From an optimization exercise on the open Yosys and OpenROAD flow, aimed at small area; shortcuts taken in it are not production practice. Only simulation tests tie the RTL to the original design; equivalence was not proved. Power figures rest on the tool's default switching activity, not on a simulated workload.

== lane 1 ==
Design wqe_fetch_top, start of the top module:
module wqe_fetch_top
#(
    parameter int MAX_QP   = 16,
    parameter int SQ_DEPTH = 4096
)(
    input  logic                  clk,
    input  logic                  rst_n,
    output logic                  o_fetch_ready,
    input  logic                  i_arbit_val,
    input  logic [QPID_WIDTH-1:0] i_qp_idx,
    input  logic [MAX_QP-1:0]     i_active,
    input  logic [MAX_QP-1:0]     i_wqe_cache_alfull,
    input  logic [ADDR_WIDTH-1:0] i_sq_base,
    output logic [ADDR_WIDTH-1:0] o_axi_araddr,
    output logic                  o_axi_arvalid,
    input  logic                  i_axi_arready,
    input  logic [WQE_WIDTH-1:0]  i_axi_rdata,
    input  logic                  i_axi_rvalid,
    output logic                  o_axi_rready,
    output logic                  o_wqe_cache_wr,
    output logic [WQE_WIDTH-1:0]  o_wqe,
    input  logic [MAX_QP-1:0]     i_wqe_cache_full
);
Size: ~2600 cells after synthesis, ~550 flip-flops, about 1100 I/O pins, about 23000 um^2 of cells after synthesis.
Settings: LEC_CHECK=0, ABC_AREA=1, CAP_MARGIN=20, CORE_AREA=10 10 410 410, DIE_AREA=0 0 420 420, SLEW_MARGIN=20; clock period 8.0 ns.
standard.sh (not shown) runs the stock make flow with config.mk's settings and CLKGATE_MAP_FILE= SYNTH_SCRIPT=/design/flow/synth_recipe.tcl, a recipe that flattens the netlist after the stock synthesis.
==> flow/flow/run.sh <==
#!/bin/bash
# Standard ORFS layout with smaller port buffers and a lighter clock tree.
set -euo pipefail
here=$(cd "$(dirname "$0")" && pwd)
source "$here/knobs.sh"
bash standard.sh > standard.log 2>&1
==> flow/flow/knobs.sh <==
export BUFFER_PORTS_ARGS="-buffer_cell sky130_fd_sc_hd__buf_1"
export CTS_ARGS="-sink_clustering_enable -repair_clock_nets -buf_list {sky130_fd_sc_hd__clkbuf_4 sky130_fd_sc_hd__clkbuf_8} -root_buf sky130_fd_sc_hd__clkbuf_16 -sink_clustering_size 16 -sink_clustering_max_diameter 50 -dont_use_dummy_load"
export PRE_IO_PLACEMENT_TCL="$here/pins.tcl"
==> flow/flow/pins.tcl <==
# Each body bit's input and output pins side by side, so each bit's register
# sits next to its pins and the registers stay in one corner.
set bottom {}
set left {}
for {set i 0} {$i < 328} {incr i} {
  if {$i < 200} {
    lappend bottom "i_axi_rdata\[$i\]" "o_wqe\[$i\]"
  } else {
    lappend left "i_axi_rdata\[$i\]" "o_wqe\[$i\]"
  }
}
set_io_pin_constraint -group -order -pin_names $bottom -region bottom:*
set_io_pin_constraint -group -order -pin_names $left -region left:*
Input-level comparison between lane 2 and lane 1:
Settings: ABC_AREA no longer set, was 1.
--- outcome ---
Lane 2 closes out successfully: all stages finished, all timing, DRC and antenna checks passed. Fraction of met3 tracks used by global routing was lower in lane 2 than in lane 1. Internal power consumption: lane 2 and lane 1 compared, higher one is lane 2. Lane 1 → lane 2: part of the cycle the worst path needs climbed 12 points, post-synthesis cell area dropped about 9%. Row minimum setup slack in the final design: lane 2 lower / lane 1 higher. Of lane 2 and lane 1, the run reporting the lower register-to-register slack was lane 2. The run showing the greater fmax is lane 1. Going from lane 1 to lane 2, number of clock buffers in the layout shrank by a few percent. The power of lane 2 is higher than that of lane 1. Starting utilization of the core area is higher on lane 1.

## run A
wqe_fetch_top again, from the RTL that the note above started with.
## wqe_fetch_top
module wqe_fetch_top
#(
    parameter int MAX_QP   = 16,
    parameter int SQ_DEPTH = 4096
)(
    input  logic                  clk,
    input  logic                  rst_n,
    output logic                  o_fetch_ready,
    input  logic                  i_arbit_val,
    input  logic [QPID_WIDTH-1:0] i_qp_idx,
    input  logic [MAX_QP-1:0]     i_active,
    input  logic [MAX_QP-1:0]     i_wqe_cache_alfull,
    input  logic [ADDR_WIDTH-1:0] i_sq_base,
    output logic [ADDR_WIDTH-1:0] o_axi_araddr,
    output logic                  o_axi_arvalid,
    input  logic                  i_axi_arready,
    input  logic [WQE_WIDTH-1:0]  i_axi_rdata,
    input  logic                  i_axi_rvalid,
    output logic                  o_axi_rready,
    output logic                  o_wqe_cache_wr,
    output logic [WQE_WIDTH-1:0]  o_wqe,
    input  logic [MAX_QP-1:0]     i_wqe_cache_full
);
export LEC_CHECK = 0
export CAP_MARGIN = 20
export CORE_AREA = 10 10 410 410
export DIE_AREA = 0 0 420 420
export SLEW_MARGIN = 20
create_clock -name core_clock -period 8.0 [get_ports {clk}]
==> flow/flow/knobs.sh <==
export BUFFER_PORTS_ARGS="-buffer_cell sky130_fd_sc_hd__buf_1"
export CTS_ARGS="-sink_clustering_enable -repair_clock_nets -buf_list {sky130_fd_sc_hd__clkbuf_4 sky130_fd_sc_hd__clkbuf_8} -root_buf sky130_fd_sc_hd__clkbuf_16 -sink_clustering_size 16 -sink_clustering_max_diameter 50 -dont_use_dummy_load"
export PRE_IO_PLACEMENT_TCL="$here/pins.tcl"
export SKIP_REPAIR_TIE_FANOUT=1
==> flow/flow/pins.tcl <==
# Each body bit's input and output pins side by side, so each bit's register
# sits next to its pins and the registers stay in one corner.
set bottom {}
set left {}
for {set i 0} {$i < 328} {incr i} {
  if {$i < 200} {
    lappend bottom "i_axi_rdata\[$i\]" "o_wqe\[$i\]"
  } else {
    lappend left "i_axi_rdata\[$i\]" "o_wqe\[$i\]"
  }
}
set_io_pin_constraint -group -order -pin_names $bottom -region bottom:*
set_io_pin_constraint -group -order -pin_names $left -region left:*
# the constant-zero pad of the written WQE together on the top edge
set pad {}
for {set i 332} {$i < 512} {incr i} { lappend pad "o_wqe\[$i\]" }
set_io_pin_constraint -group -order -pin_names $pad -region top:*
Scripts as last shown in full above: flow/flow/run.sh
Run A completed; timing, DRC and antenna clean
### run A -> run B
==> flow/flow/knobs.sh <==
export BUFFER_PORTS_ARGS="-buffer_cell sky130_fd_sc_hd__buf_1"
export CTS_ARGS="-sink_clustering_enable -repair_clock_nets -buf_list {sky130_fd_sc_hd__clkbuf_4 sky130_fd_sc_hd__clkbuf_8} -root_buf sky130_fd_sc_hd__clkbuf_16 -sink_clustering_size 16 -sink_clustering_max_diameter 50 -dont_use_dummy_load"
removed: flow/flow/pins.tcl
Results
- Run comparison: run A critical path endpoint o_axi_araddr[30]; run B critical path endpoint o_axi_araddr[26]
- Compared with run A, in run B clock insertion delay at the later pin of the skew report increased by 0.02 ns relative to the old numbers, routed wire length moved up.
- Taking run A over run B, the multi-input gate count ratio works out to 0.815.
## Diff of input files: run C against run B
--- a/flow/flow/knobs.sh
+++ b/flow/flow/knobs.sh
@@ -2 +2,4 @@
 export CTS_ARGS="-sink_clustering_enable -repair_clock_nets -buf_list {sky130_fd_sc_hd__clkbuf_4 sky130_fd_sc_hd__clkbuf_8} -root_buf sky130_fd_sc_hd__clkbuf_16 -sink_clustering_size 16 -sink_clustering_max_diameter 50 -dont_use_dummy_load"
+export PRE_IO_PLACEMENT_TCL="$here/pins.tcl"
+export SKIP_REPAIR_TIE_FANOUT=1
+export POST_FLOORPLAN_TCL="$here/ties.tcl"
==> flow/flow/pins.tcl (new file) <==
# Each body bit's input and output pins side by side, so each bit's register
# sits next to its pins and the registers stay in one corner.
set bottom {}
set left {}
for {set i 0} {$i < 328} {incr i} {
  if {$i < 200} {
    lappend bottom "i_axi_rdata\[$i\]" "o_wqe\[$i\]"
  } else {
    lappend left "i_axi_rdata\[$i\]" "o_wqe\[$i\]"
  }
}
set_io_pin_constraint -group -order -pin_names $bottom -region bottom:*
set_io_pin_constraint -group -order -pin_names $left -region left:*
# the constant-zero pad of the written WQE together on the top edge
set pad {}
for {set i 332} {$i < 512} {incr i} { lappend pad "o_wqe\[$i\]" }
set_io_pin_constraint -group -order -pin_names $pad -region top:*
==> flow/flow/ties.tcl (new file) <==
# The constant-zero outputs share tie cells in groups of consecutive bits
# (their pins sit side by side) instead of one tie cell per output.
set group_size 20
set block [ord::get_db_block]
set master [[ord::get_db] findMaster sky130_fd_sc_hd__conb_1]
set ties {}
foreach inst [$block getInsts] {
  if {[[$inst getMaster] getName] == "sky130_fd_sc_hd__conb_1"} { lappend ties $inst }
}
puts "ties.tcl: [llength $ties] tie cell(s) before regrouping"
set n_new 0
foreach tie $ties {
  set lo_net [[$tie findITerm LO] getNet]
  if {$lo_net == "NULL"} { continue }
  # loads keyed by the output port they lead to (through the synthesis buffer)
  set loads {}
  foreach it [$lo_net getITerms] {
    if {[$it isOutputSignal]} { continue }
    set key ""
    foreach o [[$it getInst] getITerms] {
      if {[$o isOutputSignal] && [$o getNet] != "NULL"} {
        foreach bt [[$o getNet] getBTerms] { set key [$bt getName] }
      }
    }
    if {[regexp {\[(\d+)\]} $key -> idx]} { lappend loads [list $idx $it] }
  }
  set loads [lsort -integer -index 0 $loads]
  set k 0
  for {set i $group_size} {$i < [llength $loads]} {incr i $group_size} {
    set inst [odb::dbInst_create $block $master "tie_lo_grp_[incr n_new]"]
    set net [odb::dbNet_create $block "tie_lo_grp_net_$n_new"]
    [$inst findITerm LO] connect $net
    foreach l [lrange $loads $i [expr {$i + $group_size - 1}]] {
      set it [lindex $l 1]
      $it disconnect
      $it connect $net
    }
  }
}
puts "ties.tcl: added $n_new tie cell(s)"
From run B to run C the numbers moved as follows: maximum number of pins on one net before global-route repair fell 2.4%; final area fell 3.2%; share of total power in the clock network fell 1.2 points; number of antenna diodes fell 2; clock power fell 17%. Startpoint of the worst setup timing path: qp_q[3] -> run B, qp_q[1] -> run C. met4 as the uppermost metal layer occupied by signal nets was reported by run C, and met5 by run B. Minimum setup slack in the final design ends up lower on run C. Re fmax: run B and run C aren't equal, and the higher value belongs to run B. Reported for run B and run C, XOR/XNOR share of the synthesized area turned out identical to the last digit.
#### Input delta (run D over run C)
==> flow/flow/knobs.sh <==
export BUFFER_PORTS_ARGS="-buffer_cell sky130_fd_sc_hd__buf_1"
export CTS_ARGS="-sink_clustering_enable -repair_clock_nets -buf_list {sky130_fd_sc_hd__clkbuf_4 sky130_fd_sc_hd__clkbuf_8} -root_buf sky130_fd_sc_hd__clkbuf_16 -sink_clustering_size 24 -sink_clustering_max_diameter 50 -dont_use_dummy_load"
export PRE_IO_PLACEMENT_TCL="$here/pins.tcl"
--- a/flow/flow/pins.tcl
+++ b/flow/flow/pins.tcl
@@ -13,5 +13 @@
 set_io_pin_constraint -group -order -pin_names $left -region left:*
-# the constant-zero pad of the written WQE together on the top edge
-set pad {}
-for {set i 332} {$i < 512} {incr i} { lappend pad "o_wqe\[$i\]" }
-set_io_pin_constraint -group -order -pin_names $pad -region top:*
removed: flow/flow/ties.tcl
[summary]
- Having completed the whole flow, run D delivered a layout that passed the timing, DRC and antenna checks.
- Delta (run D minus run C): number of fill cells in the layout shows no meaningful change, global-route wire length before repair neither gained nor lost much, worst hold margin decreased by 0.0047 ns relative to the old numbers, number of clock buffers in the layout increased 3.7%, total design power shows no meaningful change.
- Diff run C -> run D | largest net degree at the start of global routing | down by a little under 10%
- Summary of run D over run C: wire length closely matched the old numbers; non-clock buffer count moved down.

==> port drivers added, routing unchanged <==
How much do the figures lean on ideal ports? The routed layouts below were timed once more, with nothing changed but the port constraints.
Step 1 sets driving cells, clkbuf_16 on the clock port and buf_2 on the other inputs (assumed; they add their load-dependent delay and slew).
Step 2 also shifts input and output timing later by t, the mid clock arrival at the registers, as if the neighbouring blocks saw the same clock.
Three values: ideal ports, drivers, drivers and shift; two values: the first two.
run | t (ns) | slack for setup (ns) | worst register clock-pin slew, ns | worst slew at a driven data input, ns
lane 1 | 0.661 | 1.154 / 1.080 / 1.742 | 0.10 / 0.10 | 0.08
lane 2 | 0.640 | 0.199 / 0.129 / 0.769 | 0.11 / 0.11 | 0.07
run A | 0.657 | 0.448 / 0.371 / 1.028 | 0.10 / 0.10 | 0.22
run B | 0.671 | 0.561 / 0.497 / 1.169 | 0.10 / 0.10 | 0.28
run C | 0.637 | 0.419 / 0.344 / 0.981 | 0.10 / 0.10 | 0.21
run D | 0.639 | 0.243 / 0.173 / 0.812 | 0.11 / 0.11 | 0.07
After both steps setup and hold are still met in every run listed.
